What follows belongs to an exercise in optimizing a design on an open flow for small area, a short achievable clock period and few clock cycles per item; a production flow would make more cautious choices.
Only the layout flow was run in this run; the RTL was not checked for function there.
Power and IR drop assume default switching activity.

## config.mk

```make
export PLATFORM = sky130hd
export DESIGN_NAME = segment_crossbar
export DESIGN_NICKNAME = segment_crossbar
export VERILOG_FILES = /design/flow/design.v
export SDC_FILE = /design/flow/constraint.sdc
export NUM_CORES = 4
export LEC_CHECK = 0
export CAP_MARGIN = 20
export CORE_MARGIN = 2
export CORE_UTILIZATION = 40
export SLEW_MARGIN = 20
```

## constraint.sdc

```tcl
create_clock -name core_clock -period 7.5 [get_ports {clk}]
set_input_delay 1.5000 -clock core_clock [delete_from_list [all_inputs] [get_ports {clk}]]
set_output_delay 1.5000 -clock core_clock [all_outputs]
set_load 0.01 [all_outputs]
```

## design.v

```verilog
`timescale 1ns/1ns
`default_nettype none
package xbar_pkg;
    typedef struct packed {
        logic [3-1:0]  first_pmt;
        logic [4-1:0] pmt_count;
        logic                     width_gear;
        logic [1:0]               depth_gear;
    } lmt_cfg_t;
    typedef enum logic {
        REQ_WRITE  = 1'b0,
        REQ_SEARCH = 1'b1
    } req_op_t;
    typedef struct packed {
        logic [32-1:0] data;
        logic [32-1:0] care;
    } wr_view_t;
    typedef struct packed {
        logic [32-1:0] key;
        logic [32-1:0] reserved;
    } srch_view_t;
    typedef union packed {
        wr_view_t   wr;
        srch_view_t srch;
    } req_payload_u;
    typedef struct packed {
        req_op_t                          op;
        logic [$clog2(2)-1:0]  lmt;
        logic [5-1:0]        addr;
        req_payload_u                     payload;
    } xbar_req_t;
    typedef struct packed {
        logic                      wr_en;
        logic                      srch_en;
        logic [3-1:0] addr;
        logic [16-1:0]  data;
        logic [16-1:0]  care;
    } lane_cmd_t;
    typedef struct packed {
        logic                             valid;
        logic [$clog2(2)-1:0]  lmt;
        logic [3-1:0]          first_pmt;
        logic                             width_gear;
        logic [1:0]                       depth_gear;
        logic [8-1:0]          member;
    } srch_tag_t;
    typedef struct packed {
        logic [$clog2(2)-1:0]  lmt;
        logic                             found;
        logic [5-1:0]        match_addr;
        logic [32-1:0]         matchlines;
    } xbar_resp_t;
endpackage
`default_nettype wire
`timescale 1ns/1ns
`default_nettype none
module tcam_block (
    input  logic                      clk,
    input  logic                      rst_n,
    input  logic                      advance,
    input  xbar_pkg::lane_cmd_t       cmd,
    output logic [8-1:0]  matchline
);
    logic [16-1:0] value_q [8];
    logic [16-1:0] care_q  [8];
    logic [8-1:0] valid_q;
    logic [8-1:0] hit;
    logic [8-1:0] ml_q;
    logic                     wr_take;
    assign wr_take = cmd.wr_en && advance;
    always_ff @(posedge clk or negedge rst_n) begin
        if (!rst_n) begin
            valid_q <= '0;
        end else if (wr_take) begin
            valid_q[cmd.addr] <= 1'b1;
        end
    end
    always_ff @(posedge clk) begin
        if (wr_take) begin
            value_q[cmd.addr] <= cmd.data;
            care_q[cmd.addr]  <= cmd.care;
        end
    end
    always_comb begin
        for (int e = 0; e < 8; e++) begin
            hit[e] = valid_q[e] && (((value_q[e] ^ cmd.data) & care_q[e]) == '0);
        end
    end
    always_ff @(posedge clk) begin
        if (advance) begin
            ml_q <= cmd.srch_en ? hit : '0;
        end
    end
    assign matchline = ml_q;
endmodule
`default_nettype wire
`timescale 1ns/1ns
`default_nettype none
module lane_decode (
    input  xbar_pkg::xbar_req_t                    req,
    input  logic                                   req_fire,
    input  logic [2*10-1:0] cfg,
    output logic [8*37-1:0] lanes,
    output xbar_pkg::srch_tag_t                    tag
);
    localparam int ID_W   = 3;
    localparam int SPAN_W = 3 + 2;
    xbar_pkg::lmt_cfg_t      sel;
    logic [SPAN_W-1:0]       span_end;
    logic [8-1:0] member;
    assign sel      = cfg[req.lmt*10 +: 10];
    assign span_end = {2'b00, sel.first_pmt} + {1'b0, sel.pmt_count};
    always_comb begin
        for (int b = 0; b < 8; b++) begin
            member[b] = (SPAN_W'(b) >= {2'b00, sel.first_pmt}) && (SPAN_W'(b) < span_end);
        end
    end
    for (genvar b = 0; b < 8; b++) begin : g_lane
        logic [ID_W-1:0]      rel;
        logic                 col;
        logic [2-1:0] row;
        xbar_pkg::lane_cmd_t  cmd;
        always_comb begin
            rel = ID_W'(b) - sel.first_pmt;
            col = sel.width_gear & rel[0];
            row = sel.width_gear ? rel[2:1] : rel[2-1:0];
            cmd = '0;
            if (req_fire && member[b]) begin
                if (req.op == xbar_pkg::REQ_WRITE) begin
                    cmd.wr_en = (row == req.addr[5-1:3]);
                    cmd.addr  = req.addr[3-1:0];
                    cmd.data  = req.payload.wr.data[col*16 +: 16];
                    cmd.care  = req.payload.wr.care[col*16 +: 16];
                end else begin
                    cmd.srch_en = 1'b1;
                    cmd.data    = req.payload.srch.key[col*16 +: 16];
                    cmd.care    = '1;
                end
            end
        end
        assign lanes[b*37 +: 37] = cmd;
    end
    always_comb begin
        tag            = '0;
        tag.valid      = req_fire && (req.op == xbar_pkg::REQ_SEARCH);
        tag.lmt        = req.lmt;
        tag.first_pmt  = sel.first_pmt;
        tag.width_gear = sel.width_gear;
        tag.depth_gear = sel.depth_gear;
        tag.member     = member;
    end
endmodule
`default_nettype wire
`timescale 1ns/1ns
`default_nettype none
module route_execute (
    input  logic                                   clk,
    input  logic                                   rst_n,
    input  logic                                   advance,
    input  logic [8*37-1:0] lanes_in,
    input  logic [16-1:0]             tag_in,
    output logic [8*37-1:0] lanes,
    output logic [16-1:0]             tag
);
    localparam int LANE_W = 37;
    localparam int TAG_W  = 16;
    logic [8-1:0] wr_en_q;
    logic [8-1:0] srch_en_q;
    logic                    tag_valid_q;
    logic [8-1:0] wr_en_in;
    logic [8-1:0] srch_en_in;
    for (genvar b = 0; b < 8; b++) begin : g_en
        assign wr_en_in[b]   = lanes_in[b*LANE_W + LANE_W - 1];
        assign srch_en_in[b] = lanes_in[b*LANE_W + LANE_W - 2];
    end
    always_ff @(posedge clk or negedge rst_n) begin
        if (!rst_n) begin
            wr_en_q     <= '0;
            srch_en_q   <= '0;
            tag_valid_q <= 1'b0;
        end else if (advance) begin
            wr_en_q     <= wr_en_in;
            srch_en_q   <= srch_en_in;
            tag_valid_q <= tag_in[TAG_W-1];
        end
    end
    logic [8*LANE_W-1:0] lane_q;
    logic [TAG_W-1:0]               tag_q;
    always_ff @(posedge clk) begin
        if (advance) begin
            lane_q <= lanes_in;
            tag_q  <= tag_in;
        end
    end
    for (genvar b = 0; b < 8; b++) begin : g_out
        assign lanes[b*LANE_W +: LANE_W] = {wr_en_q[b], srch_en_q[b], lane_q[b*LANE_W +: LANE_W-2]};
    end
    assign tag = {tag_valid_q, tag_q[TAG_W-2:0]};
endmodule
`default_nettype wire
`timescale 1ns/1ns
`default_nettype none
module match_result (
    input  logic                                       clk,
    input  logic                                       rst_n,
    input  logic [8*8-1:0]      matchlines,
    input  xbar_pkg::srch_tag_t                        tag_in,
    input  logic                                       resp_ready,
    output logic                                       advance,
    output xbar_pkg::xbar_resp_t                       resp,
    output logic                                       resp_valid
);
    localparam int ID_W   = 3;
    localparam int ADDR_W = 5;
    xbar_pkg::srch_tag_t                         tag_q;
    logic                                        tag_valid_q;
    logic [4-1:0][8-1:0]  row_ml;
    logic [32-1:0]                    lmt_ml;
    logic                                        found;
    logic [ADDR_W-1:0]                           first_hit;
    xbar_pkg::xbar_resp_t                        resp_q;
    logic                                        resp_valid_q;
    assign advance = !(resp_valid_q && !resp_ready);
    always_ff @(posedge clk or negedge rst_n) begin
        if (!rst_n) begin
            tag_valid_q <= 1'b0;
        end else if (advance) begin
            tag_valid_q <= tag_in.valid;
        end
    end
    always_ff @(posedge clk) begin
        if (advance) begin
            tag_q <= tag_in;
        end
    end
    always_comb begin
        logic [ID_W-1:0]      rel;
        logic [2-1:0] row;
        row_ml = '1;
        for (int b = 0; b < 8; b++) begin
            rel = ID_W'(b) - tag_q.first_pmt;
            row = tag_q.width_gear ? rel[2:1] : rel[2-1:0];
            if (tag_q.member[b]) begin
                row_ml[row] = row_ml[row] & matchlines[b*8 +: 8];
            end
        end
        for (int r = 0; r < 4; r++) begin
            lmt_ml[r*8 +: 8] =
                (r < (1 << tag_q.depth_gear)) ? row_ml[r] : '0;
        end
    end
    always_comb begin
        found     = |lmt_ml;
        first_hit = '0;
        for (int e = 32 - 1; e >= 0; e--) begin
            if (lmt_ml[e]) begin
                first_hit = ADDR_W'(e);
            end
        end
    end
    always_ff @(posedge clk or negedge rst_n) begin
        if (!rst_n) begin
            resp_valid_q <= 1'b0;
        end else if (advance) begin
            resp_valid_q <= tag_valid_q;
        end
    end
    always_ff @(posedge clk) begin
        if (advance) begin
            resp_q.lmt        <= tag_q.lmt;
            resp_q.found      <= found;
            resp_q.match_addr <= first_hit;
            resp_q.matchlines <= lmt_ml;
        end
    end
    assign resp       = resp_q;
    assign resp_valid = resp_valid_q;
endmodule
`default_nettype wire
`timescale 1ns/1ns
`default_nettype none
module segment_crossbar (
    input  logic                                   clk,
    input  logic                                   rst_n,
    input  logic [19:0]                            cfg,
    input  logic [70:0]                            req,
    input  logic                                   req_valid,
    output logic                                   req_ready,
    output logic [38:0]                            resp,
    output logic                                   resp_valid,
    input  logic                                   resp_ready
);
    xbar_pkg::xbar_req_t                        req_s;
    xbar_pkg::xbar_resp_t                       resp_s;
    logic                                       advance;
    logic                                       req_fire;
    localparam int LANE_W = 37;
    logic [8*LANE_W-1:0]             dec_lanes;
    xbar_pkg::srch_tag_t                        dec_tag;
    logic [8*LANE_W-1:0]             exe_lanes;
    xbar_pkg::srch_tag_t                        exe_tag;
    logic [8*8-1:0]      pmt_ml;
    assign req_s     = req;
    assign resp      = resp_s;
    assign req_ready = advance;
    assign req_fire  = req_valid && advance;
    lane_decode u_decode (
        .req      (req_s),
        .req_fire (req_fire),
        .cfg      (cfg),
        .lanes    (dec_lanes),
        .tag      (dec_tag)
    );
    route_execute u_execute (
        .clk      (clk),
        .rst_n    (rst_n),
        .advance  (advance),
        .lanes_in (dec_lanes),
        .tag_in   (dec_tag),
        .lanes    (exe_lanes),
        .tag      (exe_tag)
    );
    for (genvar b = 0; b < 8; b++) begin : g_pmt
        tcam_block u_pmt (
            .clk       (clk),
            .rst_n     (rst_n),
            .advance   (advance),
            .cmd       (exe_lanes[b*LANE_W +: LANE_W]),
            .matchline (pmt_ml[b*8 +: 8])
        );
    end
    match_result u_result (
        .clk        (clk),
        .rst_n      (rst_n),
        .matchlines (pmt_ml),
        .tag_in     (exe_tag),
        .resp_ready (resp_ready),
        .advance    (advance),
        .resp       (resp_s),
        .resp_valid (resp_valid)
    );
endmodule
`default_nettype wire
```

## run.sh

```bash
#!/bin/bash
# synth_recipe.tcl (not shown) runs the flow's synth.tcl, then flattens the netlist and writes it again
# the make line also repeats each setting of config.mk as NAME=value (left out here)
make -C /OpenROAD-flow-scripts/flow DESIGN_CONFIG=/design/flow/config.mk WORK_HOME=/design/flow/orfs CLKGATE_MAP_FILE= SYNTH_SCRIPT=/design/flow/synth_recipe.tcl finish
```

==> key figures <==
Clocking
  – CTS Sinks: 2544
  – Root Buffer: clkbuf_16
  – Cts repair resizes: 0
  – Hold-fix buffers at CTS: 0
  – CTS tree: done
  – Post-CTS Setup Bufs: 0
  – Clk slew on worst S/H paths: 0.07 ns
  – Cts bufs inserted: 286
  – CTS H-tree lvls: 5
  – Max Root-Sink Buffers: 4
  – Clock latency (worst-skew pair): 0.94 ns

Setup path
  – CP max FO: 11
  – Worst Reg2Reg Path Length in Cells: 24
  – Worst R2R Start: u_result.tag_q[12]
  – Setup CP Type: reg2reg
  – CP startpoint: u_result.tag_q[12]
  – WP data required: 8.18 ns
  – Critical Path AT: 7.80 ns
  – CP Launch Type: flip-flop
  – CP endpoint kind: flip-flop

Synthesis
  – Synthesized flop and latch total: 2544
  – Syn Std Cell Area: 104000 sq um
  – Leading area contributor after synthesis: edfxtp_1
  – Post-synth EDFFs: 2461
  – Ranking of synthesized cells by area: edfxtp_1, xor2_1, a22oi_1
  – Top_reg_cell synth: edfxtp_1
  – Syn avg cell area: 15.4 sq um
  – Sequential area share after synthesis: 72.7%
  – Synth Area in Compound Gates: 9.32%
  – Fraction of registers with async set/reset: 3.26%
  – Simple-gate share of the synthesized area: 6.30%
  – Yosys warning count: 4
  – Yosys cell types: 116
  – Post-synthesis xor/xnor area fraction: 8.83%
  – Syn Nets: 6940
  – Synth Instances: 6773
  – Yosys top cell area share: 70.7%
  – Main combinational cell family by area after synthesis: compound AO/OA/AOI/OAI gates
  – Synth Area in Adders: 0.870%
  – Post-synthesis mux area share: 0.551%

Power and ir drop
  – Net switching power figure: 0.0114 W
  – Combinational share of power: 17.7%
  – Clock share of power: 35.0%
  – Leak: 43.0 nW
  – Internal Dissipation: 0.0272 W
  – Pwr dens: 320 nW/um^2
  – Net Sw Frac: 29.5%
  – Sequential power share: 47.3%
  – Max IR drop VDD: 0.225 mV

STA
  – Final setup fails: 0
  – RSZ-0062 raised after global routing: false
  – Hold Vio Cnt, Final: 0
  – Final hold slack: 0.384 ns
  – Setup tns final: 0 ns
  – Final period utilization: 95.0%
  – Fin worst setup slack: 0.377 ns
  – Slew HR: 18.3%
  – Actual slew at the worst max-slew pin: 1.19 ns
  – Clock Skew: 0.0678 ns
  – Max Slew Vio Count: 0
  – Final min period: 7.12 ns
  – Max Clock Freq: 0.140 GHz

GRT
  – Antenna violations before repair: 22
  – Congestion Overflow GR: 0
  – Gr usage total: 22.6%
  – Number of global-route vias before repair: 58500
  – First-pass GRT wire length: 433000 um
  – Largest net degree at the start of global routing: 59

Route
  – Routed vias: 60400
  – Initial DRC count: 6238
  – Wire length per cell: 28.2 um
  – Vias/cell: 5.61
  – DRT Pass-1 Iters: 6
  – Final ANT Viol Nets: 0
  – WL final: 304000 um
  – Remaining DRCs: 0

Die
  – Die height: 515 um
  – Die X: 515 um
  – Effective utilization at floorplan: 40.2%
  – Row cnt: 187
  – Core area: 260000 sq um
  – I/O pin total: 136
  – Die area: 265000 sq um

Place
  – Hpwl dp: 214000 um
  – Placed inst area: 112000 sq um
  – Dpl cells: 10300
  – RD Place Congestion: 1.03
  – I/O Buffers: 135
  – Dpl ws: 0.665 ns

Hold path
  – Worst hold path stage count: 0
  – Worst hold start: u_execute.tag_q[13]
  – HP Class: reg2reg

Finish
  – Fillers: 22400
  – Nets: 7324
  – Cell area after layout: 121000 sq um
  – Layout cells sized above 1: 11.6%
  – Finished Layout Cells: 10800
  – Area growth, synth to finish: 15.5%

Run status
  – Status: timing/DRC/antenna clean

Run
  – Maxcap violations: 0
-- synthesized netlist by cell type (65+ instances only) --
master / n
a211oi_1: 65
a21oi_1: 115
a222oi_1: 65
a22oi_1: 308
a31oi_1: 73
clkbuf_1: 231
dfrtp_1: 83
edfxtp_1: 2461
ha_1: 71
nand2_1: 328
nand3_1: 134
nand4_1: 114
nor2_1: 510
nor3_1: 73
o21ai_0: 97
xor2_1: 1034
-- state kept, by name (all words and copies together), names as in the netlist --
register and cells:
u_result.resp_q 39, u_result.resp_valid_q 1, g_pmt.u_pmt.care_q 1024, u_execute.wr_en_q 8, u_execute.tag_q 15, u_result.tag_q 15, u_result.tag_valid_q 1, u_execute.tag_valid_q 1
g_pmt.u_pmt.valid_q 64, u_execute.lane_q 280, u_execute.srch_en_q 8, g_pmt.u_pmt.ml_q 64, g_pmt.u_pmt.value_q 1024
-- critical path, cell delays in order (launching register included) --
cell,delay [ns]
edfxtp_1,0.39
inv_1,0.10
ha_1,0.32
xnor2_2,0.16
a21oi_1,0.12
ha_1,0.48
and2b_1,0.22
buf_4,0.21
o2111ai_1,0.19
nand4_1,0.15
nand4_1,0.34
o21ai_1,0.36
a31oi_2,0.19
o21ai_1,0.62
a21oi_1,0.15
a21oi_1,0.60
a211oi_1,0.15
o31ai_1,0.59
o21ai_1,0.16
nand2_1,0.17
a41o_1,0.28
a21oi_1,0.09
o31ai_1,0.27
a2111oi_1,0.15
a2111oi_2,0.36
-- metrics by stage --
step                util, %  total power [W]
floorplan                 -           0.0218
global placement       42.9           0.0253
detailed placement     42.9           0.0253
CTS                    46.4           0.0389
global route           46.4           0.0400
finish                 46.5           0.0386
-- cells in the final DEF, fill, tap and decap left out, types with 63 or more instances in the layout --
| cell | Yosys | layout |
|---|---|---|
| edfxtp_1 | 2461 | 2461 |
| xor2_1 | 1034 | 1034 |
| nor2_1 | 510 | 482 |
| nand2_1 | 328 | 328 |
| a22oi_1 | 308 | 308 |
| clkbuf_16 | 0 | 293 |
| buf_4 | 6 | 253 |
| nand3_1 | 134 | 134 |
| clkdlybuf4s50_1 | 0 | 133 |
| a21oi_1 | 115 | 114 |
| nand4_1 | 114 | 114 |
| o21ai_0 | 97 | 97 |
| dfrtp_1 | 83 | 83 |
| a31oi_1 | 73 | 73 |
| ha_1 | 71 | 71 |
| a222oi_1 | 65 | 65 |
| inv_1 | 64 | 63 |
-- power by group through the flow --
stage               Sequential [W]  Clock (W)  Combinational, W
finish                      0.0183     0.0135           0.00685
global route                0.0184     0.0143           0.00729
CTS                         0.0183     0.0138           0.00676
detailed placement          0.0186          0           0.00673
global placement            0.0186          0           0.00675
floorplan                   0.0176          0           0.00418
-- area by class of cell --
type	instances	area [sq um]	share of cell area, %
Clock inverter	135	1390	1.15
Sequential cell	2544	76000	63.0
Multi-Input combinational cell	3860	27700	23.0
Tap cell	3402	4260	3.53
Antenna cell	5	12.5	0.0104
Timing Repair Buffer	394	3380	2.80
Inverter	71	274	0.227
Clock buffer	353	7600	6.30
-- worst paths after layout --
check                                       endpoint  slack [ns]
setup reg to reg                 u_result.resp_q[32]        0.38
hold / removal                    u_result.tag_q[13]        0.38
setup / recovery                 u_result.resp_q[32]        0.38
min in group asynchronous       u_result.tag_valid_q        0.57
max in group asynchronous  g_pmt[3].u_pmt.valid_q[6]        5.66
hold reg to reg                   u_result.tag_q[13]        0.38
-- per-layer routing --
metal / share of wire, % / track usage, %
met5: 0.016 / 0
met4: 4.3 / 9.05
met3: 5.7 / 3.16
met2: 46 / 35.4
met1: 44 / 31.9
-- kinds of logic (layout without fill, tap and decap cells) --
family,Yosys count,after routing
AO/OA/AOI/OAI,1274,1274
XOR/XNOR,1051,1051
adder cells (fa/ha/maj),72,72
buffers and inverters,369,953
flip-flops,2544,2544
multiplexers,55,55
other,0,5
AND/OR/NAND/NOR,1408,1408

separate check: timing with driven ports:
Ports are ideal in the flow. The routed layout listed here was re-timed in OpenROAD.
Step 1, drivers: a clkbuf_16 drives clk and a buf_2 each remaining input, both assumed.
Step 2 moves the port delays by t, midway between the first and last clock arrival at a register: inputs arrive t later, outputs are due t later. That takes back most of the time a late clock gives input paths.
a / b / c = ideal / step 1 / step 2; a / b = the first two.
t, ns: 0.993
slack for setup (ns): 0.377 / 0.377 / 0.377
slew at the worst register clock pin (ns): 0.07 / 0.07
After both steps setup and hold are still met in this run. The setup slack of this run moves by 0.000 ns with the drivers and by 0.000 ns with both steps.
